This is an optimization exercise on Yosys and OpenROAD, whose aim is small area, a short achievable clock period and few clock cycles per item, not a production implementation. RTL that was checked went through simulation tests only; none was proved equivalent to the original. Power figures rest on the tool's default switching activity, not on a simulated workload.

Setup of the baseline:
==> flow/design.v <==
package sil_pkg;
	localparam int CAPACITY_DEF = 16;
	localparam int VALUE_W      = 32;
	localparam int POS_W        = 4;
endpackage
module sil_ctrl (
	input  logic        clk,
	input  logic        arst_n,
	input  logic        start,
	input  logic        lt_d,       
	output logic        pk_en,      
	output logic        xfer,       
	output logic        sel_k,      
	output logic        dload,      
	output logic [16:1] msel,       
	output logic        busy,
	output logic        strobe,
	output logic [3:0]  position,
	output logic        last,
	output logic        rejected
);
	logic [4:0]  n_q;        
	logic [3:0]  ph_q;       
	logic [3:0]  rem_q;      
	logic        z_q;        
	logic        act_q;      
	logic        grow_q;     
	logic        placed_q;   
	logic        selk_q;     
	logic        pv_q;       
	logic        npv_q;      
	logic        xfer_q;     
	logic        dload_q;    
	logic [16:1] msel_q;     
	logic        strobe_q;
	logic [3:0]  pos_q;
	logic        last_q;
	logic        rej_q;
	logic z;
	logic take;
	logic dtake;
	logic ptake;
	logic nstart;
	logic inc;
	logic n0, n1, n15, n16;
	assign z      = z_q;
	assign n0     = (n_q == 5'd0);
	assign n1     = (n_q == 5'd1);
	assign n15    = (n_q == 5'd15);
	assign n16    = n_q[4];
	assign take   = start && npv_q;
	assign dtake  = take && dload_q;
	assign ptake  = take && !dload_q;
	assign nstart = xfer_q || dtake;
	assign inc    = act_q && grow_q && z;
	logic [4:0] n_d;
	logic [3:0] rem_d;
	logic       z_d;
	logic       act_d;
	logic       grow_d;
	logic       placed_d;
	logic       pv_d;
	logic       dload_d;
	logic       inc2;
	assign n_d = n_q + {4'd0, inc};
	always_comb begin
		if (!z) begin
			rem_d = rem_q - 4'd1;
			z_d   = (rem_q == 4'd1);
		end else if (nstart) begin
			rem_d = (n16 || (n15 && inc)) ? 4'd15 : 4'(n_d);
			z_d   = dload_q;
		end else begin
			rem_d = (n0 || inc) ? n_q[3:0] : n_q[3:0] - 4'd1;
			z_d   = n0 || (n1 && !inc);
		end
	end
	assign act_d    = nstart || (act_q && !z);
	assign grow_d   = nstart ? !(n16 || (n15 && inc)) : grow_q;
	assign placed_d = !z && (placed_q || selk_q);
	assign pv_d     = (!npv_q && !xfer_q) || ptake;
	assign dload_d  = n0 && !inc && !act_d;
	assign inc2     = (act_q && grow_q && !z && (rem_q == 4'd2)) ||
	                  (xfer_q && ((n1 && !inc) || (n0 && inc)));
	always_ff @(posedge clk or negedge arst_n) begin
		if (!arst_n) begin
			n_q      <= '0;
			rem_q    <= '0;
			z_q      <= 1'b1;
			act_q    <= 1'b0;
			selk_q   <= 1'b0;
			pv_q     <= 1'b0;
			npv_q    <= 1'b1;
			xfer_q   <= 1'b0;
			dload_q  <= 1'b1;
			msel_q   <= 16'd1;
			strobe_q <= 1'b0;
		end else begin
			n_q      <= n_d;
			rem_q    <= rem_d;
			z_q      <= z_d;
			act_q    <= act_d;
			selk_q   <= act_d && grow_d && (z_d || placed_d || lt_d);
			pv_q     <= pv_d;
			npv_q    <= !pv_d;
			xfer_q   <= z_d && pv_d;
			dload_q  <= dload_d;
			if (dload_d)   msel_q <= 16'd1;
			else if (inc2) msel_q <= {msel_q[15:1], 1'b0};
			strobe_q <= act_q;
		end
	end
	always_ff @(posedge clk) begin
		ph_q     <= z ? 4'd0 : ph_q + 4'd1;
		grow_q   <= grow_d;
		placed_q <= placed_d;
		pos_q    <= ph_q;
		last_q   <= z;
		rej_q    <= !grow_q;
	end
	assign pk_en    = npv_q;
	assign xfer     = xfer_q;
	assign sel_k    = selk_q;
	assign dload    = dload_q;
	assign msel     = msel_q;
	assign busy     = pv_q;
	assign strobe   = strobe_q;
	assign position = pos_q;
	assign last     = last_q;
	assign rejected = rej_q;
endmodule
module sil_datapath #(
	parameter int CAPACITY = sil_pkg::CAPACITY_DEF
) (
	input  logic                               clk,
	input  logic                               pk_en,
	input  logic                               xfer,
	input  logic                               sel_k,
	input  logic                               dload,
	input  logic [16:1]                        msel,
	input  logic signed [sil_pkg::VALUE_W-1:0] value,
	output logic                               lt_d,
	output logic signed [sil_pkg::VALUE_W-1:0] element
);
	localparam int W = sil_pkg::VALUE_W;
	function automatic logic less(input logic [W-1:0] a, input logic [W-1:0] b);
		logic [W-1:0] l, g;
		for (int i = 0; i < W; i++) begin
			if (i == W - 1) begin
				l[i] = a[i] & ~b[i];
				g[i] = ~a[i] & b[i];
			end else begin
				l[i] = ~a[i] & b[i];
				g[i] = a[i] & ~b[i];
			end
		end
		for (int s = 1; s < W; s = s * 2) begin
			for (int i = 0; i + s < W; i = i + 2 * s) begin
				l[i] = l[i+s] | (~g[i+s] & l[i]);
				g[i] = g[i+s] | (~l[i+s] & g[i]);
			end
		end
		less = l[0];
	endfunction
	logic signed [W-1:0] cells_q [CAPACITY];
	logic signed [W-1:0] k_q;      
	logic signed [W-1:0] pk_q;     
	logic signed [W-1:0] head_q;   
	logic signed [W-1:0] hn_q;     
	logic signed [W-1:0] out;
	logic signed [W-1:0] hn_d;
	assign out = sel_k ? k_q : head_q;
	always_comb begin
		hn_d = '0;
		if (msel[1] && dload) begin
			hn_d = value;
		end else begin
			if (msel[1] || msel[2]) hn_d = out;
			for (int p = 2; p < CAPACITY; p++) begin
				if (msel[18-p]) hn_d = hn_d | cells_q[p];
			end
		end
	end
	assign lt_d = less(xfer ? pk_q : k_q, hn_q);
	always_ff @(posedge clk) begin
		for (int i = 0; i < CAPACITY - 1; i++) cells_q[i] <= cells_q[i+1];
		cells_q[CAPACITY-1] <= out;
		if (dload)      k_q <= value;
		else if (xfer)  k_q <= pk_q;
		else if (sel_k) k_q <= head_q;
		if (pk_en) pk_q <= value;
		head_q <= hn_q;
		hn_q   <= hn_d;
	end
	assign element = cells_q[CAPACITY-1];
endmodule
module sorted_insert_list #(
	parameter int CAPACITY = sil_pkg::CAPACITY_DEF
) (
	input  logic                              clk,
	input  logic                              arst_n,
	input  logic                              start,
	input  logic signed [sil_pkg::VALUE_W-1:0] value,
	output logic                              busy,
	output logic                              strobe,
	output logic signed [sil_pkg::VALUE_W-1:0] element,
	output logic [sil_pkg::POS_W-1:0]         position,
	output logic                              last,
	output logic                              rejected
);
	logic       lt_d;
	logic       pk_en;
	logic       xfer;
	logic       sel_k;
	logic       dload;
	logic [16:1] msel;
	sil_ctrl u_ctrl (
		.clk      (clk),
		.arst_n   (arst_n),
		.start    (start),
		.lt_d     (lt_d),
		.pk_en    (pk_en),
		.xfer     (xfer),
		.sel_k    (sel_k),
		.dload    (dload),
		.msel     (msel),
		.busy     (busy),
		.strobe   (strobe),
		.position (position),
		.last     (last),
		.rejected (rejected)
	);
	sil_datapath #(
		.CAPACITY (CAPACITY)
	) u_datapath (
		.clk     (clk),
		.pk_en   (pk_en),
		.xfer    (xfer),
		.sel_k   (sel_k),
		.dload   (dload),
		.msel    (msel),
		.value   (value),
		.lt_d    (lt_d),
		.element (element)
	);
endmodule
==> flow/config.mk <==
export PLATFORM = sky130hd
export DESIGN_NAME = sorted_insert_list
export DESIGN_NICKNAME = sorted_insert_list
export VERILOG_FILES = /design/flow/design.v
export SDC_FILE = /design/flow/constraint.sdc
export NUM_CORES = 4
export LEC_CHECK = 0
export CAP_MARGIN = 20
export CORE_MARGIN = 2
export CORE_UTILIZATION = 60
export CTS_CLUSTER_DIAMETER = 100
export CTS_CLUSTER_SIZE = 25
export SETUP_SLACK_MARGIN = 3.3
export SLEW_MARGIN = 20
==> flow/constraint.sdc <==
create_clock -name core_clock -period 5.5 [get_ports {clk}]
set_input_delay 1.1000 -clock core_clock [delete_from_list [all_inputs] [get_ports {clk}]]
set_output_delay 1.1000 -clock core_clock [all_outputs]
set_load 0.01 [all_outputs]
run.sh (not shown) runs the stock make flow with config.mk's settings and CLKGATE_MAP_FILE= SYNTH_SCRIPT=/design/flow/synth_recipe.tcl, a recipe that flattens the netlist after the stock synthesis.
Having completed the whole flow, the baseline delivered a layout that passed the timing, design-rule and antenna checks.
Testbench counts of the baseline, summed over its fixed seeds: cycles 24,799, items 2,755.
The inputs of the candidate differ from those of the baseline as listed below.
--- a/flow/design.v
+++ b/flow/design.v
@@ -86,28 +86,27 @@
 		if (!arst_n) begin
 			n_q      <= '0;
-			rem_q    <= '0;
 			z_q      <= 1'b1;
 			act_q    <= 1'b0;
-			selk_q   <= 1'b0;
 			pv_q     <= 1'b0;
 			npv_q    <= 1'b1;
 			xfer_q   <= 1'b0;
 			dload_q  <= 1'b1;
-			msel_q   <= 16'd1;
 			strobe_q <= 1'b0;
 		end else begin
 			n_q      <= n_d;
-			rem_q    <= rem_d;
 			z_q      <= z_d;
 			act_q    <= act_d;
-			selk_q   <= act_d && grow_d && (z_d || placed_d || lt_d);
 			pv_q     <= pv_d;
 			npv_q    <= !pv_d;
 			xfer_q   <= z_d && pv_d;
 			dload_q  <= dload_d;
-			if (dload_d)   msel_q <= 16'd1;
-			else if (inc2) msel_q <= {msel_q[15:1], 1'b0};
 			strobe_q <= act_q;
 		end
+	end
+	always_ff @(posedge clk) begin
+		rem_q    <= rem_d;
+		selk_q   <= act_d && grow_d && (z_d || placed_d || lt_d);
+		if (dload_d)   msel_q <= 16'd1;
+		else if (inc2) msel_q <= {msel_q[15:1], 1'b0};
 	end
 	always_ff @(posedge clk) begin
[summary]
- [compare] base=the baseline new=the candidate: global-route usage fell 0.70 points, total chip power now larger, fraction of synthesized area in multiplexers barely changed.
- Compared with the baseline, the candidate improves placeable core region.
- Complex-gate fraction of the synthesized area of the candidate is on par with the baseline.
- The final layout from the candidate, which completed every stage, passed the timing, design-rule and antenna checks at the end of the flow.
- Post-route worst setup slack: the candidate worse than the baseline
- The candidate vs. the baseline: transition at the pin with the smallest max-transition slack +0.032 ns, violation count after the first detailed-routing iteration -about 1.1%, area of all placed cells without fillers -0.43%, estimated wirelength of the detail-placed design +about 2.6%.
The RTL of the candidate was laid out without a check of its function.

sorted_insert_list, a different RTL version from the one above (not shown whole).
Size: ~1,500 cells after synthesis, ~610 flip-flops.
==> module sil_ctrl, before the edit <==
module sil_ctrl (
	input  logic        clk,
	input  logic        arst_n,
	input  logic        start,
	input  logic        lt_pk,      
	input  logic        lt_k,       
	output logic        pk_en,      
	output logic        xfer,       
	output logic        sel_k,      
	output logic        dload,      
	output logic [16:1] msel,       
	output logic        busy,
	output logic        strobe,
	output logic [3:0]  position,
	output logic        last,
	output logic        rejected
);
	logic [4:0]  n_q;        
	logic [3:0]  rem_q;      
	logic        z_q;        
	logic        act_q;      
	logic        grow_q;     
	logic        placed_q;   
	logic        sg_q;       
	logic        sp_q;       
	logic        sx_q;       
	logic        sltp_q;     
	logic        sltk_q;     
	logic        pv_q;       
	logic        npv_q;      
	logic        xfer_q;     
	logic        dload_q;    
	logic [3:0]  mi_q;       
	logic        strobe_q;
	logic [3:0]  pos_q;
	logic        last_q;
	logic        rej_q;
	logic z;
	logic take;
	logic ptake;
	logic nstart;
	logic inc;
	logic n0, n1, n15, n16;
	assign z      = z_q;
	assign n0     = (n_q == 5'd0);
	assign n1     = (n_q == 5'd1);
	assign n15    = (n_q == 5'd15);
	assign n16    = n_q[4];
	assign take   = start && npv_q;
	assign ptake  = take;
	assign nstart = xfer_q;
	assign inc    = act_q && grow_q && z;
	logic [4:0] n_d;
	logic [3:0] rem_d;
	logic       z_d;
	logic       act_d;
	logic       grow_d;
	logic       placed_d;
	logic       pv_d;
	logic       dload_d;
	logic       inc2;
	assign n_d = n_q + {4'd0, inc};
	always_comb begin
		if (!z) begin
			rem_d = rem_q - 4'd1;
			z_d   = (rem_q == 4'd1);
		end else if (nstart) begin
			rem_d = (n16 || (n15 && inc)) ? 4'd15 : 4'(n_d);
			z_d   = dload_q;
		end else begin
			rem_d = (n0 || inc) ? n_q[3:0] : n_q[3:0] - 4'd1;
			z_d   = n0 || (n1 && !inc);
		end
	end
	assign act_d    = nstart || (act_q && !z);
	assign grow_d   = nstart ? !(n16 || (n15 && inc)) : grow_q;
	assign placed_d = !z && (placed_q || sel_k);
	assign pv_d     = (!npv_q && !xfer_q) || ptake;
	assign dload_d  = n0 && !inc && !act_d;
	assign inc2     = (act_q && grow_q && !z && (rem_q == 4'd2)) ||
	                  (xfer_q && ((n1 && !inc) || (n0 && inc)));
	always_ff @(posedge clk or negedge arst_n) begin
		if (!arst_n) begin
			n_q      <= '0;
			z_q      <= 1'b1;
			act_q    <= 1'b0;
			pv_q     <= 1'b0;
			npv_q    <= 1'b1;
			xfer_q   <= 1'b0;
			dload_q  <= 1'b1;
			strobe_q <= 1'b0;
		end else begin
			n_q      <= n_d;
			z_q      <= z_d;
			act_q    <= act_d;
			pv_q     <= pv_d;
			npv_q    <= !pv_d;
			xfer_q   <= z_d && pv_d;
			dload_q  <= dload_d;
			strobe_q <= act_q;
		end
	end
	always_ff @(posedge clk) begin
		rem_q    <= rem_d;
		sg_q     <= act_d && grow_d;
		sp_q     <= z_d || placed_d;
		sx_q     <= xfer_q;
		sltp_q   <= lt_pk;
		sltk_q   <= lt_k;
		if (dload_d)   mi_q <= 4'd0;
		else if (inc2) mi_q <= mi_q + 4'd1;
	end
	always_ff @(posedge clk) begin
		grow_q   <= grow_d;
		placed_q <= placed_d;
		pos_q    <= last_q ? 4'd0 : pos_q + 4'd1;
		last_q   <= z;
		rej_q    <= !grow_q;
	end
	assign pk_en    = npv_q;
	assign xfer     = xfer_q;
	assign sel_k    = sg_q && (sp_q || (sx_q ? sltp_q : sltk_q));
	assign dload    = dload_q;
	always_comb begin
		for (int i = 1; i <= 16; i++) msel[i] = (mi_q == 4'(i - 1));
	end
	assign busy     = pv_q;
	assign strobe   = strobe_q;
	assign position = pos_q;
	assign last     = last_q;
	assign rejected = rej_q;
endmodule
Settings: LEC_CHECK=0, CAP_MARGIN=20, CORE_MARGIN=2, CORE_UTILIZATION=60, CTS_CLUSTER_DIAMETER=100, CTS_CLUSTER_SIZE=25, SETUP_SLACK_MARGIN=3.3, SLEW_MARGIN=20; clock period 5.5 ns.
Then changed:
--- a/flow/design.v
+++ b/flow/design.v
@@ -34,9 +34,9 @@
 	logic        pv_q;       
 	logic        npv_q;      
 	logic        xfer_q;     
 	logic        dload_q;    
-	logic [3:0]  mi_q;       
+	logic [16:1] msel_q;     
 	logic        strobe_q;
 	logic [3:0]  pos_q;
 	logic        last_q;
 	logic        rej_q;
@@ -111,10 +111,10 @@
 		sp_q     <= z_d || placed_d;
 		sx_q     <= xfer_q;
 		sltp_q   <= lt_pk;
 		sltk_q   <= lt_k;
-		if (dload_d)   mi_q <= 4'd0;
-		else if (inc2) mi_q <= mi_q + 4'd1;
+		if (dload_d)   msel_q <= 16'd1;
+		else if (inc2) msel_q <= {msel_q[15:1], 1'b0};
 	end
 	always_ff @(posedge clk) begin
 		grow_q   <= grow_d;
 		placed_q <= placed_d;
@@ -125,11 +125,9 @@
 	assign pk_en    = npv_q;
 	assign xfer     = xfer_q;
 	assign sel_k    = sg_q && (sp_q || (sx_q ? sltp_q : sltk_q));
 	assign dload    = dload_q;
-	always_comb begin
-		for (int i = 1; i <= 16; i++) msel[i] = (mi_q == 4'(i - 1));
-	end
+	assign msel     = msel_q;
 	assign busy     = pv_q;
 	assign strobe   = strobe_q;
 	assign position = pos_q;
 	assign last     = last_q;
- The changed run ran to the end with no violations
- worst setup slack gains 0.061 ns
- final area went down by about 1.4%
- utilization went down by 1.2 points
- global-route usage went down by 1.7 points
- power went down by about 3%
- hold slack gains 0.0089 ns
- routed wire length went down by about 6%
Testbench counts after the change, summed over its fixed seeds: cycles 24,991, items 2,755.
Only the layout flow was run in the first run of this note; the RTL was not checked for function there.

[static timing again, ports no longer ideal]
No port has a modelled driver above. Below, the same layouts with a new extraction and two added sets of constraints.
Step 1 (the two cells are an assumption about what drives the block):
set clk [get_ports {clk}]
set_driving_cell -lib_cell sky130_fd_sc_hd__clkbuf_16 $clk
set_driving_cell -lib_cell sky130_fd_sc_hd__buf_2 [delete_from_list [all_inputs] $clk]
Step 2, shift: input delay + t, output delay - t, t = (earliest + latest rising clock arrival at the registers) / 2. This alone moves slack from input paths to output paths.
a / b / c = ideal ports / drivers / drivers and shift; a / b = the first two.
| run | shift t [ns] | setup WS [ns] | worst slew at a driven data input, ns |
|---|---|---|---|
| the baseline | 0.647 | 3.260 / 3.225 / 2.912 | 0.05 |
| the candidate | 0.634 | 3.092 / 3.092 / 2.801 | 0.04 |
| the first run of note 2 | 0.634 | 3.255 / 3.255 / 3.255 | 0.05 |
| the second run of note 2 | 0.631 | 3.315 / 3.260 / 3.363 | 0.03 |
After both steps every run listed still meets setup and hold. For the baseline, which loses most, drivers alone change the setup slack by -0.035 ns; drivers and shift together by -0.348 ns.
